Background: an optimization exercise with open tools, aiming at small area and a short achievable clock period. Do not read the settings as production practice.
Only simulation tests tie the RTL to the original design; equivalence was not proved.
Power is estimated from default activity; no workload was simulated.

[flow/config.mk]
export PLATFORM = sky130hd
export DESIGN_NAME = xgmii_crossbar_n
export DESIGN_NICKNAME = xgmii_crossbar_n
export VERILOG_FILES = /design/flow/design.v
export SDC_FILE = /design/flow/constraint.sdc
export NUM_CORES = 4
export LEC_CHECK = 0
export CAP_MARGIN = 20
export CORE_MARGIN = 2
export CORE_UTILIZATION = 35
export CTS_CLUSTER_DIAMETER = 100
export CTS_CLUSTER_SIZE = 30
export PLACE_DENSITY = 0.6
export SETUP_SLACK_MARGIN = 2.8
export SLEW_MARGIN = 20
[flow/constraint.sdc]
create_clock -name core_clock -period 6.6 [get_ports {clk}]
set_input_delay 1.3200 -clock core_clock [delete_from_list [all_inputs] [get_ports {clk}]]
set_output_delay 1.3200 -clock core_clock [all_outputs]
set_load 0.01 [all_outputs]
[flow/design.v]
module xgmii_crossbar_n #(
  parameter int NUM_PORTS = 4,
  parameter int CNT_W     = 16,
  localparam int IDX_W    = (NUM_PORTS > 2) ? $clog2(NUM_PORTS) : 1
) (
  input  logic                         clk,
  input  logic                         reset,
  input  logic [8*NUM_PORTS-1:0]       eth_in_xgmii_ctrl,
  input  logic [64*NUM_PORTS-1:0]      eth_in_xgmii_data,
  input  logic [IDX_W*NUM_PORTS-1:0]   route_map,
  output logic [8*NUM_PORTS-1:0]       eth_out_xgmii_ctrl,
  output logic [64*NUM_PORTS-1:0]      eth_out_xgmii_data,
  output logic [CNT_W*NUM_PORTS-1:0]   drop_cnt,
  output logic [CNT_W*NUM_PORTS-1:0]   err_cnt,
  output logic [NUM_PORTS-1:0]         fwd_state
);
  localparam int NP  = NUM_PORTS;
  localparam int NB  = (CNT_W - 3) / 4;    
  logic [NP-1:0] sof, eof;
  for (genvar i = 0; i < NP; i++) begin : g_delim
    logic [7:0] fd;
    for (genvar k = 0; k < 8; k++) begin : g_lane
      assign fd[k] = eth_in_xgmii_ctrl[8*i+k] && (eth_in_xgmii_data[64*i+8*k +: 8] == 8'hFD);
    end
    assign sof[i] = eth_in_xgmii_ctrl[8*i] && (eth_in_xgmii_data[64*i +: 8] == 8'hFB);
    assign eof[i] = |fd;
  end
  logic [8*NP-1:0]  in_c_q;
  logic [64*NP-1:0] in_d_q;
  always_ff @(posedge clk) begin
    in_c_q <= eth_in_xgmii_ctrl;
    in_d_q <= eth_in_xgmii_data;
  end
  logic [NP-1:0]       fwd_q;             
  logic [NP*NP-1:0]    sel_q;             
  logic [NP-1:0]       idle_q, err_q;     
  logic [NP-1:0]       frc_q;             
  logic [IDX_W*NP-1:0] last_q;            
  logic [NP-1:0] drop_q, drop_d;
  logic [NP-1:0] busy, fresh, granted, lost;
  logic [NP*NP-1:0] gwin;                 
  for (genvar i = 0; i < NP; i++) begin : g_busy
    logic [NP-1:0] hit;
    for (genvar e = 0; e < NP; e++) begin : g_e
      assign hit[e] = fwd_q[e] && sel_q[NP*e+i];
    end
    assign busy[i] = |hit;
  end
  assign fresh = sof & ~drop_q;
  for (genvar e = 0; e < NP; e++) begin : g_egress
    logic [NP-1:0]    req, aim, win, sq;
    logic [IDX_W-1:0] lq, wi;
    logic [NP-1:0]    lhot;
    logic             found, eofw, sofs, eofs, err_inc;
    logic             fwd_d, idle_d, err_d;
    logic [NP-1:0]    sel_d;
    logic [IDX_W-1:0] last_d;
    logic [CNT_W-1:0] dcnt_q, ecnt_q;
    logic [CNT_W-1:0] dpre, epre, dcnt_d, ecnt_d;
    logic [1:0]       m_q;              
    logic             dcy_q, dsat_q;    
    logic             dcy_n, dtop_n;
    logic [NB-1:0]    dblk_q, dblk_d;   
    logic             einc_q;           
    logic [NB-1:0]    eblk_q, eblk_d;   
    assign lq = last_q[IDX_W*e +: IDX_W];
    assign sq = sel_q[NP*e +: NP];
    for (genvar i = 0; i < NP; i++) begin : g_req
      assign aim[i]  = fresh[i] && (route_map[IDX_W*i +: IDX_W] == IDX_W'(e));
      assign req[i]  = aim[i] && !busy[i];
      assign lhot[i] = (lq == IDX_W'(i));
    end
    for (genvar i = 0; i < NP; i++) begin : g_rr
      logic [NP-1:0] ok;
      for (genvar l = 0; l < NP; l++) begin : g_l
        logic [NP-1:0] blk;
        for (genvar j = 0; j < NP; j++) begin : g_j
          localparam int DJ = (j - l + NP) % NP;
          localparam int DI = (i - l + NP) % NP;
          localparam int DIW = (DI == 0) ? NP : DI;
          if (DJ > 0 && DJ < DIW) begin : g_b
            assign blk[j] = req[j];
          end else begin : g_n
            assign blk[j] = 1'b0;
          end
        end
        assign ok[l] = lhot[l] && !(|blk);
      end
      assign win[i] = req[i] && (|ok);
    end
    assign found = |req;
    assign eofw  = |(win & eof);
    assign sofs  = |(sq & sof);
    assign eofs  = |(sq & eof);
    always_comb begin
      wi = '0;
      for (int i = 0; i < NP; i++) if (win[i]) wi = wi | IDX_W'(i);
    end
    always_comb begin
      if (!fwd_q[e]) begin
        sel_d   = win;
        idle_d  = !found;
        err_d   = 1'b0;
        fwd_d   = found && !eofw;
        last_d  = found ? wi : lq;
        err_inc = 1'b0;
      end else begin
        sel_d   = sofs ? '0 : sq;
        idle_d  = 1'b0;
        err_d   = sofs;
        fwd_d   = !sofs && !eofs;
        last_d  = lq;
        err_inc = sofs;
      end
    end
    assign gwin[NP*e +: NP] = fwd_q[e] ? '0 : win;
    logic [NP+1:0] age;         
    logic [NP:0]   nge;         
    logic          g;
    logic [1:0]    nlow;        
    assign age = thresholds(aim);
    assign g = found && !fwd_q[e];
    always_comb begin
      for (int k = 0; k <= NP; k++) nge[k] = g ? age[k+1] : age[k];
    end
    assign nlow = count_mod4(nge);
    assign dpre = block_prefix(dcnt_q, dblk_q, 2);
    always_comb begin
      dcnt_d[0] = dsat_q | (dcnt_q[0] ^ m_q[0]);
      dcnt_d[1] = dsat_q | (dcnt_q[1] ^ m_q[1] ^ (dcnt_q[0] & m_q[0]));
      for (int j = 2; j < CNT_W; j++) dcnt_d[j] = dcnt_q[j] ^ (dcy_q & dpre[j]);
    end
    assign dcy_n  = (dcnt_d[1:0] == 2'd0 && nge[4]) || (dcnt_d[1:0] == 2'd1 && nge[3]) ||
                    (dcnt_d[1:0] == 2'd2 && nge[2]) || (dcnt_d[1:0] == 2'd3 && nge[1]);
    assign dtop_n = &dcnt_d[CNT_W-1:2];
    for (genvar k = 0; k < NB; k++) begin : g_dblk
      assign dblk_d[k] = &dcnt_d[4*k+5 : 4*k+2];
    end
    assign epre = block_prefix(ecnt_q, eblk_q, 0);
    always_comb begin
      for (int j = 0; j < CNT_W; j++) ecnt_d[j] = ecnt_q[j] ^ (einc_q & epre[j]);
    end
    for (genvar k = 0; k < NB; k++) begin : g_eblk
      assign eblk_d[k] = &ecnt_d[4*k+3 : 4*k];
    end
    always_ff @(posedge clk or negedge reset) begin
      if (!reset) begin
        fwd_q[e]                 <= 1'b0;
        sel_q[NP*e +: NP]        <= '0;
        idle_q[e]                <= 1'b1;
        err_q[e]                 <= 1'b0;
        frc_q[e]                 <= 1'b1;
        last_q[IDX_W*e +: IDX_W] <= IDX_W'(NP - 1);
        dcnt_q <= '0;
        ecnt_q <= '0;
        m_q    <= '0;
        dcy_q  <= 1'b0;
        dsat_q <= 1'b0;
        dblk_q <= '0;
        einc_q <= 1'b0;
        eblk_q <= '0;
      end else begin
        fwd_q[e]                 <= fwd_d;
        sel_q[NP*e +: NP]        <= sel_d;
        idle_q[e]                <= idle_d;
        err_q[e]                 <= err_d;
        frc_q[e]                 <= idle_d || err_d;
        last_q[IDX_W*e +: IDX_W] <= last_d;
        dcnt_q <= dcnt_d;
        ecnt_q <= ecnt_d;
        m_q    <= nlow;
        dcy_q  <= dcy_n && !dtop_n;
        dsat_q <= dcy_n && dtop_n;
        dblk_q <= dblk_d;
        einc_q <= err_inc && !(&ecnt_d);
        eblk_q <= eblk_d;
      end
    end
    for (genvar b = 0; b < 8; b++) begin : g_oc
      logic [NP-1:0] t;
      for (genvar i = 0; i < NP; i++) begin : g_i
        assign t[i] = sq[i] && in_c_q[8*i+b];
      end
      assign eth_out_xgmii_ctrl[8*e+b] = (|t) || frc_q[e];
    end
    for (genvar b = 0; b < 64; b++) begin : g_od
      logic [NP-1:0] t;
      for (genvar i = 0; i < NP; i++) begin : g_i
        assign t[i] = sq[i] && in_d_q[64*i+b];
      end
      if ((b % 8) == 0) begin : g_f0
        assign eth_out_xgmii_data[64*e+b] = (|t) || idle_q[e];
      end else if ((b % 8) < 3) begin : g_f12
        assign eth_out_xgmii_data[64*e+b] = (|t) || frc_q[e];
      end else begin : g_f37
        assign eth_out_xgmii_data[64*e+b] = (|t) || err_q[e];
      end
    end
    assign drop_cnt[CNT_W*e +: CNT_W] = dcnt_d;
    assign err_cnt[CNT_W*e +: CNT_W]  = ecnt_d;
    assign fwd_state[e] = fwd_q[e];
  end
  for (genvar i = 0; i < NP; i++) begin : g_grant
    logic [NP-1:0] hit;
    for (genvar e = 0; e < NP; e++) begin : g_e
      assign hit[e] = gwin[NP*e+i];
    end
    assign granted[i] = |hit;
  end
  assign lost   = fresh & ~granted;
  assign drop_d = (drop_q | lost) & ~eof;
  always_ff @(posedge clk or negedge reset) begin
    if (!reset) drop_q <= '0;
    else        drop_q <= drop_d;
  end
  function automatic logic [NP+1:0] thresholds(input logic [NP-1:0] x);
    logic [NP+1:0] a;
    a = '0;
    a[0] = 1'b1;
    for (int i = 0; i < NP; i++)
      for (int k = NP; k >= 1; k--) a[k] = a[k] | (a[k-1] & x[i]);
    thresholds = a;
  endfunction
  function automatic logic [1:0] count_mod4(input logic [NP:0] t);
    logic [1:0] r;
    r = 2'b00;
    for (int k = 1; k <= NP; k++)
      if (t[k] && !(k < NP && t[k+1])) r = 2'(k);
    count_mod4 = r;
  endfunction
  function automatic logic [CNT_W-1:0] block_prefix(input logic [CNT_W-1:0] q,
                                                    input logic [NB-1:0] blk,
                                                    input int lo);
    logic [CNT_W-1:0] r;
    r = '0;
    for (int j = lo; j < CNT_W; j++) begin
      r[j] = 1'b1;
      for (int k = 0; k < (j - lo) / 4; k++) r[j] = r[j] & blk[k];
      for (int i = 4 * ((j - lo) / 4) + lo; i < j; i++) r[j] = r[j] & q[i];
    end
    block_prefix = r;
  endfunction
endmodule
[flow/flow/run.sh]
#!/bin/bash
# Standard ORFS layout, with the port buffers made of plain buf_1 cells
# instead of the delay buffers buffer_ports picks by default.
set -euo pipefail
bash standard.sh "BUFFER_PORTS_ARGS=-buffer_cell sky130_fd_sc_hd__buf_1" finish > standard_flow.log 2>&1
[flow/standard.sh]
#!/bin/bash
# synth_recipe.tcl (not shown) runs the flow's synth.tcl, then flattens the netlist and writes it again
# the make line also repeats each setting of config.mk as NAME=value (left out here)
make -C /OpenROAD-flow-scripts/flow DESIGN_CONFIG=/design/flow/config.mk WORK_HOME=/design/flow/orfs CLKGATE_MAP_FILE= SYNTH_SCRIPT=/design/flow/synth_recipe.tcl "${@:-finish}"
==> run notes, run 1 <==
The run finished with no timing, DRC or antenna violations. In this run the cell area of the synthesized design comes to 0.0234 mm2. The kind of cell with the highest combined delay along the critical path is buffers and inverters. Setup slack on the worst reg-to-reg path comes out at 2.99 ns. After the first detailed-routing iteration, the DRC count stood at 6001. Dividing total power by cell area gives a power density of 202 mW/mm2. The deepest level of the CTS H-tree is 1. The sequential cell area fraction in the yosys report is 0.478, and the core area is 0.0660 mm2.

Number of I/O port buffers: 717. Hold timing on the final database bottoms out at a slack of 0.481 ns. In this run the static leakage power is 0.0120 uW. The number of flops mapped to enable cells by yosys was 0.

Of all cell types, the one taking the most synthesized area is dfxtp_1. For the worst flop-to-flop path, the logic depth is 9. The number of failing hold endpoints at the final stage is 0, and the shortest period the worst path allows is 3.88 ns. The number of nets in the synthesized netlist is 2819.

The run gives 19600 um as the met3 layer wire length in the routed design. The cell count of the worst hold path is 1. The die is 263 um wide. The sequential cell area in the final layout is 0.0113 mm2. After detailed routing, the total wire length is 134000 um. The simple-gate portion of the synthesized area was 0.178. The share of synthesized registers carrying an async set or reset works out to 0.429.

The via count of the first global-routing pass is 24722. Type of the setup path with the least slack: reg -> out. The slew at the pin closest to its max-slew limit works out to 0.959 ns. For the worst-skew pair, the clock arrives at the later sink with an insertion delay of 0.63 ns. The cell with the largest stage delay on the worst path was dfrtp_4.

The main combinational cell family by area after synthesis is compound AO/OA/AOI/OAI gates. The clock passes through at most 3 buffers. Max-cap violations in this run came to 0. The run gives 26 as the TritonCTS buffer count. Buffers inserted to repair hold after CTS numbered 0. The tools report the sort of element at the start of the critical path as a register. The worst setup path is captured at a primary output. The critical path ends at eth_out_xgmii_data[222]. Fill cells in the final layout number 6712. At the worst endpoint, the required time is 5.28 ns.

Counting buffers and inverters, the worst setup path is 4 cells deep. The wire length per cell after detailed routing works out to 33.4 um. The count of nets left with antenna violations once routing finished came out at 0.

The tree built by TritonCTS fans out to 504 sinks. After detailed routing, no signal wire sits above met5. Capture point of the worst reg-to-reg path: drop_q[2]. Mean instance size in the synthesized netlist: 9.33 um2.

The number of distinct library cells after synthesis was 87. The floorplan step set the die height to 263 um. The initial antenna violation count is 36, and the share of the synthesized area in compound gates (AO/OA/AOI/OAI) is 0.247. The logs give 3414 for the number of nets in the layout and 718 for the total I/O pin count. The relative area change from synthesis to final layout came out at 20.8%. The worst-case headroom to the max-slew limit is 0.355, and the met2 wire length is 56300 um. The adder-cell share of the synthesized area is 0.00903, and the via density per instance is 6.58.

The initial core utilization is 0.355, and the multiplexer share of the synthesized area is 0.00256. The count of pins over their slew limit came out at 0. At the worst endpoint, the arrival time is 2.56 ns.

Setup repair after global routing left no endpoint under its margin. Summing internal, switching and leakage power gives 5720 uW. Summed over all layers, the global routing overflow is 0. The worst hold path class is reg -> reg. Synthesis handed over a netlist of 2509 instances. The placed wire-length estimate after detailed placement came out at 90900 um. Overall routing resource usage: 0.367. The root buffer cell chosen for the clock tree is clkbuf_16. The run gives 26357 as the detailed-route via count.

The die covers 0.0690 mm2. The largest net degree at the start of global routing came out at 139. The critical path contains buffers and inverters numbering 2 combined.

The run gives 0 as the number of DRC violations after detailed routing. The floorplan has 94 rows. The tools report the count of warnings emitted by yosys as 5.

Along the worst path, the maximum fanout reaches 53. The largest single stage delay on the critical path is 0.73 ns. For the final routed database, the setup TNS stands at 0 ns. The peak ir drop on the vdd network was 0.000176 V; the met1 layer wirelength in the final routing was 44400 um. The run gives 186000 um as the global-route wire length before repair.

The congestion estimate from routability-driven global placement came to 1.01. The top cell type's share of synthesized area came out at 0.246. TritonCTS built the clock tree. In the final layout, the multi-input gates occupy 0.0114 mm2. In this run the critical register-to-register path is launched from sel_q[1].

The xor and xnor fraction of the mapped netlist area is 0.0496. In this run the worst setup path begins at sel_q[15]. Traced cell by cell, the critical path runs through buf_8 -> a222oi_1 -> nand2_1 -> buf_1.

The clock-pin slew on the worst setup and hold paths works out to 0.11 ns. The achievable frequency came out at 0.258 GHz. Sorting the synthesized cells by area gives the leading types as dfxtp_1 (25%), dfrtp_1 (21%), a222oi_1 (12%), nand2_1 (7.2%), a21oi_1 (6.8%).

Counting flops and latches in the post-synthesis netlist gives 504. The dominant synthesized flop cell is dfxtp_1. The post-route fraction of the period consumed by the critical path is 0.588, and the final worst clock skew is 0.0145 ns. The final setup violation count is 0, and the first-pass detailed-route iteration total is 17. The fraction of final layout cells sized beyond drive strength 1 is 0.0551.
cell families after synthesis:
family,after synthesis
buffers and inverters,218
flip-flops,504
adder cells (fa/ha/maj),18
AO/OA/AOI/OAI,777
AND/OR/NAND/NOR,855
multiplexers,6
XOR/XNOR,131
sequential cells by signal (all words and copies together) (netlist names):
register	flops
frc_q	4
g_egress.dcnt_q	64
g_egress.einc_q	4
last_q	8
g_egress.dsat_q	4
g_egress.ecnt_q	64
g_egress.dblk_q	12
idle_q	4
g_egress.dcy_q	4
drop_q	4
in_d_q	256
g_egress.m_q	8
err_q	4
g_egress.eblk_q	12
in_c_q	32
fwd_q	4
sel_q	16
synthesized netlist by cell type, drive strengths merged, types with 7 or more instances:
cell type	instances
nand2	453
a21oi	321
a222oi	288
dfxtp	288
dfrtp	200
clkbuf	158
xnor2	97
nand3	71
nor2	66
nand4	65
nor4	46
buf	38
and3	33
xor2	33
and4	31
o21ai	29
a22oi	26
inv	22
nor3	22
dfstp	16
ha	12
o211ai	12
a31oi	11
and2	11
a21o	10
nor3b	10
nand2b	8
o31ai	8
nand3b	7
cells in the final DEF, fill, tap and decap left out, drive strengths merged, types with 7 or more instances in the layout:
cell,netlist,final
dfxtp,288,288
xor2,33,33
a31oi,11,11
nor4,46,46
nor2,66,66
and4,31,31
inv,22,30
a21o,10,10
nor3,22,22
a21oi,321,321
nor3b,10,10
buf,38,757
dfrtp,200,200
and3,33,33
o31ai,8,8
xnor2,97,97
nand3,71,71
nand2b,8,8
clkinv,0,8
a22oi,26,26
o21ai,29,29
o211ai,12,12
dfstp,16,16
diode,0,16
nand2,453,453
nand3b,7,7
and2,11,11
nand4,65,65
ha,12,12
a222oi,288,288
clkbuf,158,36
area by class of cell:
| type | instances | share of cell area |
|---|---|---|
| tap | 864 | 0.0382 |
| multi-input combinational | 1787 | 0.404 |
| sequential | 504 | 0.398 |
| clock buffer | 30 | 0.0243 |
| antenna | 16 | 0.00142 |
| clock inverter | 18 | 0.0104 |
| timing repair buffer | 763 | 0.121 |
| inverter | 22 | 0.00292 |
report_power, final:
part | total, uW | switching [uW] | internal [uW]
registers | 3320 | 135 | 3180
clock network | 2120 | 1220 | 901
logic | 286 | 198 | 87.6
total | 5720 | 1550 | 4170
metal layers:
metal | global-route usage | vias to the layer above
met2 | 0.553 | 2385
met5 | 0 | -
li1 | - | 10941
met4 | 0.268 | 30
met1 | 0.427 | 12364
met3 | 0.136 | 637
worst min-delay path by stage:
stage	start	slack (ns)	end
after floorplan	drop_q[1]	0.48	drop_q[1]
after global placement	g_egress[1].ecnt_q[15]	0.47	g_egress[1].ecnt_q[15]
after detailed placement	g_egress[1].ecnt_q[15]	0.47	g_egress[1].ecnt_q[15]
after CTS	g_egress[1].ecnt_q[15]	0.48	g_egress[1].ecnt_q[15]
after global routing	g_egress[1].ecnt_q[15]	0.50	g_egress[1].ecnt_q[15]
final	g_egress[1].ecnt_q[15]	0.48	g_egress[1].ecnt_q[15]
what timing repair did:
item,CTS,global route
cloned,0,0
pin swaps,0,0
endpoints found under the setup margin,266,17
resized for setup,22,9
setup buffers,18,3
metrics by stage:
| stage | instances | worst slack (ns) | area, um2 | utilization |
|---|---|---|---|---|
| 3_5_place_dp | 3919 | 2.56 | 26700 | 0.405 |
| 3_3_place_gp | 3919 | 2.61 | 26700 | 0.405 |
| 4_1_cts | 3985 | 2.68 | 28100 | 0.427 |
| 5_1_grt | 3997 | 2.80 | 28300 | 0.428 |
| 6_report | 4004 | 2.72 | 28300 | 0.429 |
| 2_1_floorplan | 2509 | 3.16 | 23400 | - |
==> run 2, diff against run 1 <==
--- a/flow/config.mk
+++ b/flow/config.mk
@@ -12,4 +12,4 @@
 export CTS_CLUSTER_SIZE = 30
 export PLACE_DENSITY = 0.6
-export SETUP_SLACK_MARGIN = 2.8
+export SETUP_SLACK_MARGIN = 3.0
 export SLEW_MARGIN = 20
==> run notes, run 2 <==
The flow ran to the end and the layout has no timing, DRC or antenna violations. Setup violations remaining at the end of the flow were counted as 0. The proportion of power drawn by the clock network was 0.371; the via density per instance was 6.58.

The analysis attributes to cell leakage a power of 0.0123 uW. The number of I/O port buffers was 717. Leaving out filler cells and counting taps, the final layout contains 4030. For this run, the leading register cell type out of synthesis is dfxtp_1.

By area the synthesized netlist is led by dfxtp_1 (25%), dfrtp_1 (21%), a222oi_1 (12%), nand2_1 (7.2%), a21oi_1 (6.8%). The run gives 0.355 as the initial core utilization. The count of pins over their slew limit is 0, and the sink count of the clock tree is 504. The register with the most flip-flops is in_d_q.

The tools report the first-iteration detailed-routing DRC count as 5715. Synthesis produced a netlist with a net count of 2819. The power density normalized to cell area came out at 199 mW/mm2. For the proportion of power drawn by combinational gates, the log shows 0.050. By count the netlist is led by nand2_1 (452), a21oi_1 (318), a222oi_1 (288), dfxtp_1 (288), dfrtp_1 (200). The via count of the first global-routing pass is 24828, and the maximum root-to-sink buffer count is 3. In the final layout, the registers with the most flip-flops are in_d_q (256), g_egress.dcnt_q (64), g_egress.ecnt_q (64). The top cell type's share of synthesized area is 0.246, and the arrival time reported for the critical path endpoint is 2.35 ns. By startpoint and endpoint, the worst setup path is classified as reg -> out. The xor and xnor fraction of the mapped netlist area was 0.0496; the cell row count was 94. Summed over all layers, the routed wires come to 134000 um. Setup slack on the worst reg-to-reg path comes out at 3.15 ns.

The adder-cell share of the synthesized area is 0.00903, and the worst-case headroom to the max-slew limit is 0.308. The vertical die dimension is 263 um, and the number of flops mapped to enable cells by yosys is 0. The top cell types in the final layout, fill and taps aside, are buf_1 (699), nand2_1 (452), a21oi_1 (318). The sequential cell area fraction in the yosys report came out at 0.478. After detailed placement, the design holds a cell count of 3919. The relative area change from synthesis to final layout was 22.8%; the overall routing resource usage was 0.371. The number of flip-flops under the largest register name is 256, and the internal power contribution is 4170 uW.

In the routed design, unresolved DRC markers number 0. For the pin with the worst max-slew slack, the measured transition is 1.03 ns. Hold is met by 0.481 ns. The worst hold path startpoint was g_egress[1].ecnt_q[15].

The total chip power was 5720 uW; the fraction of final layout cells sized beyond drive strength 1 was 0.0695. The routed layout has 26499 vias. For the remaining global-route overflow, the log shows 0. Layer with the highest usage after global routing: met2.

The post-route fraction of the period consumed by the critical path works out to 0.557. The share of total power consumed by net switching came out at 0.272. The worst register-to-register path begins at sel_q[9].

In this run the worst setup path begins at err_q[0]. The tools report the number of nets in the layout as 3443. Count of warnings emitted by yosys: 5. The final setup TNS was 0 ns; the met1 routing resource usage after global routing was 0.437.

The setup slack after placement was 2.56 ns. Entering global routing, the biggest net connects 139 pins. The tools report the switching power total as 1550 uW. Cell with the most instances after synthesis: nand2_1.

Synthesis produced a netlist whose cell count is 2509. Clock-pin slew was measured on the worst setup and hold paths at 0.12 ns. The worst setup slack after layout is 2.93 ns, and the simple-gate portion of the synthesized area is 0.178. For the peak ir drop on the vdd network, the log shows 0.000178 V. In this run the worst hold path is classified as reg -> reg. The library cell used most frequently in the layout, excluding fill and tap cells, is buf_1. The fraction of met3 tracks used by global routing was 0.128; the deepest level of the CTS H-tree was 1. TritonCTS buffer count: 26. The buffer cell driving the clock tree root is clkbuf_16. For the first-pass detailed-route iteration total, the log shows 15. The count of nets left with antenna violations after detail routing was 0.

The mapped netlist covers 0.0234 mm2. For the register share of total power, the log shows 0.579. The main combinational cell family by area after synthesis is compound AO/OA/AOI/OAI gates.

The die is 263 um wide. Biggest area consumer among synthesized cells: dfxtp_1. Once detailed placement completed, the half-perimeter wirelength came to 90900 um. The wire length per cell after detailed routing works out to 33.4 um.

The floorplan step defined a die boundary enclosing 0.0690 mm2. The core region is 0.0660 mm2. At the later pin of the worst-skew pair, clock insertion delay measures 0.64 ns. The tools report the final worst clock skew as 0.0182 ns. The multiplexer share of the synthesized area is 0.00256. Number of distinct library cells after synthesis: 87.

The share of synthesized registers carrying an async set or reset is 0.429, and the total I/O pin count is 718. The number of failing hold endpoints at the final stage was 0; the met2 usage was 0.558. The tool flagged a number of max-cap violations equal to 0. Setup repair after global routing could not meet its margin everywhere. The initial antenna violation count is 31.

Static timing analysis puts the maximum clock frequency at 0.272 GHz. The worst setup path is launched from a register. Capturing element type of the critical path: a primary output. The global placer's final weighted congestion came out at 1.01. The run gives 5.28 ns as the data required time at the worst endpoint. Share of the synthesized area in compound gates (AO/OA/AOI/OAI): 0.247. TritonCTS built the clock tree. The worst path needs 3.67 ns of the cycle, external delays included. In this run the worst path has a maximum fanout of 26. The global-route wire length before repair was 187000 um.

Each instance of the synthesized netlist takes up on average 9.33 um2. Counting flops and latches in the post-synthesis netlist gives 504.
run 2: cell counts after synthesis:
Identical to the previous run, type by type.
run 2: repair_timing:
item,CTS,global route
buffers inserted,42,8
setup endpoints to repair,273,45
hold buffers,0,0
pin swaps,2,7
gates cloned,0,0
gates resized for setup,53,20
run 2: kinds of logic (layout without fill, tap and decap cells):
kind of cell | Yosys count | in the layout
mux | 6 | 6
compound gates | 777 | 777
fa+ha+maj | 18 | 18
simple gates | 855 | 855
other cells | 0 | 13
buf+inv | 218 | 862
flops | 504 | 504
xor+xnor | 131 | 131
run 2: cell type report:
cell class,instances,area [um2]
Clock inverter,18,293
Inverter,22,82.6
Clock buffer,30,687
Sequential cell,504,11300
Fill cell,6662,37200
Timing Repair Buffer,792,3840
Tap cell,864,1080
Multi-Input combinational cell,1787,11500
Antenna cell,13,32.5
run 2: worst max-delay path, cell delays in order (launching register included):
cell	delay, ns
dfrtp_4	0.62
buf_6	0.37
a21oi_1	0.07
nand2_1	0.08
buf_1	0.54
run 2: path summary, 6_finish.rpt:
kind / depth (start not counted) / to
worst max-delay path: 4 / eth_out_xgmii_data[29]
worst min-delay path: 1 / g_egress[1].ecnt_q[15]
worst max register to register: 9 / drop_q[2]
worst min register to register: 1 / g_egress[1].ecnt_q[15]
max in group asynchronous: 2 / err_q[3]
min in group asynchronous: 1 / g_egress[2].dcnt_q[7]
run 2: per-stage QoR:
step / area [um2] / utilization
detailed placement: 26700 / 0.405
CTS: 28600 / 0.433
global route: 28700 / 0.435
global placement: 26700 / 0.405
floorplan: 23400 / -
finish: 28700 / 0.436
run 2: power groups by stage:
stage | logic, uW | clock network [uW] | registers (uW)
2_1_floorplan | 86.8 | 0 | 3330
3_3_place_gp | 278 | 0 | 3370
3_5_place_dp | 280 | 0 | 3370
4_1_cts | 283 | 2140 | 3310
5_1_grt | 307 | 2250 | 3330
6_report | 287 | 2120 | 3320
run 2: per-layer routing:
metal | wire length, um | up-vias | share of wire
met2 | 56400 | 2490 | 0.42
met4 | 13400 | 30 | 0.10
met3 | 19400 | 614 | 0.14
li1 | - | 11003 | -
met5 | 205 | - | 0.0015
met1 | 45000 | 12362 | 0.34
==> run 3, diff against run 2 <==
--- a/flow/config.mk
+++ b/flow/config.mk
@@ -8,8 +8,8 @@
 export CAP_MARGIN = 20
 export CORE_MARGIN = 2
-export CORE_UTILIZATION = 35
-export CTS_CLUSTER_DIAMETER = 100
-export CTS_CLUSTER_SIZE = 30
-export PLACE_DENSITY = 0.6
-export SETUP_SLACK_MARGIN = 3.0
+export CORE_UTILIZATION = 40
+export CTS_CLUSTER_DIAMETER = 90
+export CTS_CLUSTER_SIZE = 25
+export PLACE_DENSITY = 0.62
+export SETUP_SLACK_MARGIN = 2.9
 export SLEW_MARGIN = 20
==> run notes, run 3 <==
The remaining global-route overflow is 0, and the final wirelength is 133000 um. The relative area change from synthesis to final layout was 21.7%; the detailed-route via count was 26795. The logs give 0.485 ns for the final hold slack and 3 for the maximum root-to-sink buffer count.

The critical path is of the reg -> out type. The met1 routing resource usage after global routing is 0.503. The sequential cells in the finished layout cover a total of 0.0113 mm2.

For the fraction of met3 tracks used by global routing, the log shows 0.158. The run gives 0.63 ns as the clock network latency to the later pin of the worst-skew pair. The fraction of final layout cells sized beyond drive strength 1 was 0.0682; the overall routing resource usage was 0.416. The slew at the pin closest to its max-slew limit was 1.35 ns.

Counting flops with a built-in enable in the synthesized netlist gives 0. The run finished with no timing, DRC or antenna violations. Static timing analysis puts the maximum clock frequency at 0.268 GHz. The shortest period the worst path allows was 3.74 ns; the cell count of the worst hold path was 1. The worst hold path belongs to the class reg -> reg.

Number of DRC violations after detailed routing: 0. The final setup violation count is 0, and the top cell type's share of synthesized area is 0.246. The sequential cell area fraction in the yosys report was 0.478; the via count of the first global-routing pass was 24917. The vertical die dimension was 246 um; the peak ir drop on the vdd network was 0.000203 V. The number of flip-flops under the largest register name works out to 256. Number of failing hold endpoints at the final stage: 0. Setup slack on the worst reg-to-reg path comes out at 3.08 ns. The sink count of the clock tree is 504. The count of nets left with antenna violations after detail routing was 0; the area of the die was 0.0605 mm2. Across the run, the number of max-cap violations was 0. After filler insertion, the fill cell instance count of the layout stands at 5564. After detailed routing, the number of vias per cell comes to 6.82. TritonCTS built the clock tree.

The cell with the most instances after synthesis is nand2_1. STA classifies the critical path startpoint as a register. The post-route fraction of the period consumed by the critical path is 0.566. The initial core utilization was 0.405. Of all cell types, the one taking the most synthesized area is dfxtp_1. The tools report the deepest level of the CTS H-tree as 1.

The number of I/O port buffers is 717. Walking the worst path, the cells encountered are buf_6 -> a222oi_1 -> nand2_1 -> buf_1. Data on the critical path is required at its endpoint by 5.28 ns.

The tools report the largest net degree at the start of global routing as 99. The largest driver fanout on the critical path is 33. Counting instances in the post-synthesis netlist gives the leading cell types as nand2_1 (452), a21oi_1 (318), a222oi_1 (288), dfxtp_1 (288), dfrtp_1 (200).

The number of distinct library cells after synthesis is 87. Summing every instance area after synthesis gives 0.0234 mm2. The dominant synthesized flop cell is dfxtp_1.

The tools report the global-route wire length before repair as 183000 um. For hold timing, the worst endpoint is g_egress[0].ecnt_q[15]. The count of pins over their slew limit came out at 0. Setup repair after global routing could not meet its margin everywhere. The capturing element type of the critical path was a primary output. Adding up every negative setup slack in the final design gives 0 ns. The number of nets in the layout is 3441, and the leakage power of the design is 0.0122 uW. The largest individual stage delay along the critical path comes from the cell dfrtp_4. The wire length per cell after detailed routing works out to 34.0 um.

The clock-pin slew on the worst setup and hold paths is 0.09 ns, and the worst reg-to-reg path cell count is 9. Before antenna repair, the detailed router went through 14 iterations. Leading cell type in the layout, fill and taps excluded: buf_1. Layer with the highest usage after global routing: met2. The die is 246 um wide. In this run the most critical hold path is launched from g_egress[0].ecnt_q[15].

At the end of routability-driven placement, the weighted congestion stood at 1.06. A synthesized cell averages 9.33 um2. In this run the critical register-to-register path is launched from sel_q[15]. The largest registers in the layout are in_d_q (256), g_egress.dcnt_q (64), g_egress.ecnt_q (64). The arrival time reported for the critical path endpoint is 2.42 ns. In the final layout, the multi-input gates occupy 0.0114 mm2. The share of synthesized registers carrying an async set or reset is 0.429.

The initial antenna violation count was 13; the synthesized netlist net count was 2819. The tools report the buffer cell driving the clock tree root as clkbuf_16. The worst-case headroom to the max-slew limit is 0.0902, and the placed wire-length estimate after detailed placement is 92200 um. The cell count after synthesis was 2509; the total I/O pin count was 718.

The TritonCTS buffer count is 31. The initialized floorplan defines 88 standard-cell rows. For the count of warnings emitted by yosys, the log shows 5. The run gives 5577 as the first-iteration detailed-routing DRC count. The synthesized flop and latch total was 504. After floorplanning, the core was sized to cover 0.0578 mm2. The tools report the final worst clock skew as 0.0275 ns. The register with the most flip-flops was in_d_q.

The maximum single-stage delay on the critical path works out to 0.65 ns. The top cell types in the final layout, fill and taps aside, are buf_1 (702), nand2_1 (448), a21oi_1 (318). The run gives 0.623 as the met2 usage. The endpoint identified for the worst register-to-register timing path is g_egress[2].dsat_q. By area the synthesized netlist is led by dfxtp_1 (25%), dfrtp_1 (21%), a222oi_1 (12%), nand2_1 (7.2%), a21oi_1 (6.8%). The power density normalized to cell area works out to 208 mW/mm2.
## run 3: power by group
group / switching [uW] / leakage [uW] / internal, uW
logic: 205 / 0.00637 / 88.1
clock network: 1260 / 0.000542 / 1040
registers: 140 / 0.00532 / 3180
total: 1600 / 0.0122 / 4310
## run 3: metrics by stage
step	util	cell area, um2	setup WS, ns	total power [uW]	std cells
5_1_grt	0.493	28500	2.90	6070	3924
3_3_place_gp	0.460	26600	2.52	3650	3821
2_1_floorplan	-	23400	3.16	3420	2509
3_5_place_dp	0.460	26600	2.48	3660	3821
4_1_cts	0.488	28200	2.91	5910	3895
6_report	0.493	28500	2.86	5910	3930
## run 3: layout make-up
| type | count | area share |
|---|---|---|
| Clock buffer | 36 | 0.0290 |
| Inverter | 22 | 0.00290 |
| Sequential cell | 504 | 0.395 |
| Multi-Input combinational cell | 1787 | 0.401 |
| Antenna cell | 11 | 0.000966 |
| Clock inverter | 20 | 0.00979 |
| Tap cell | 765 | 0.0336 |
| Timing Repair Buffer | 785 | 0.127 |
## run 3: routing by layer
metal | vias to the layer above | share of wire | routed length (um)
met3 | 540 | 0.15 | 20200
met4 | 10 | 0.082 | 10900
met5 | - | 0.00049 | 65
met1 | 12791 | 0.34 | 45500
met2 | 2458 | 0.43 | 56800
li1 | 10996 | - | -
## run 3: kinds of logic after synthesis
| group | Yosys count | synth area share |
|---|---|---|
| AO/OA/AOI/OAI | 777 | 0.247 |
| XOR/XNOR | 131 | 0.0496 |
| adder cells (fa/ha/maj) | 18 | 0.00903 |
| buffers and inverters | 218 | 0.0357 |
| flip-flops | 504 | 0.478 |
| multiplexers | 6 | 0.00256 |
| AND/OR/NAND/NOR | 855 | 0.178 |
## run 3: how the worst max path moves through the flow
stage / end / depth (start not counted) / startpoint
finish: eth_out_xgmii_data[26] / 4 / sel_q[2]
global route: eth_out_xgmii_data[234] / 4 / sel_q[15]
CTS: eth_out_xgmii_data[42] / 4 / sel_q[3]
detailed placement: g_egress[3].dsat_q / 9 / route_map[4]
global placement: g_egress[3].dsat_q / 9 / route_map[4]
floorplan: g_egress[3].dsat_q / 11 / eth_in_xgmii_data[70]
## run 3: timing repair
item / CTS / global route
setup endpoints to repair: 252 / 32
hold buffers: 0 / 0
pin swaps: 1 / 7
setup buffers: 18 / 24
resized for setup: 40 / 18
## run 3: worst max-delay path, delay by kind of cell, from the launching register on
kind            cells  cell delay, ns
buf+inv             2            0.86
flops               1            0.65
compound gates      1            0.15
simple gates        1            0.10

port drivers added, routing unchanged:
The results above use ideal ports. As a check the final layouts listed here were re-extracted and re-timed, cells and wires unchanged.
Step 1, drivers: a clkbuf_16 drives clk and a buf_2 each remaining input, both assumed.
Step 2 moves the port delays by t, midway between the first and last clock arrival at a register: inputs arrive t later, outputs are due t later. That takes back most of the time a late clock gives input paths.
Slacks: ideal ports / drivers / drivers and shift; pairs: ideal ports / drivers.
run	t, ns	slack for setup (ns)	cell pins on the clock port's net
run 1	0.682	2.720 / 2.658 / 2.447	1
run 2	0.688	2.926 / 2.862 / 2.566	1
run 3	0.687	2.863 / 2.799 / 2.386	1
After both steps every run listed still meets setup and hold. The setup slack of run 3, which loses most, moves by -0.064 ns with the drivers and by -0.477 ns with both steps.
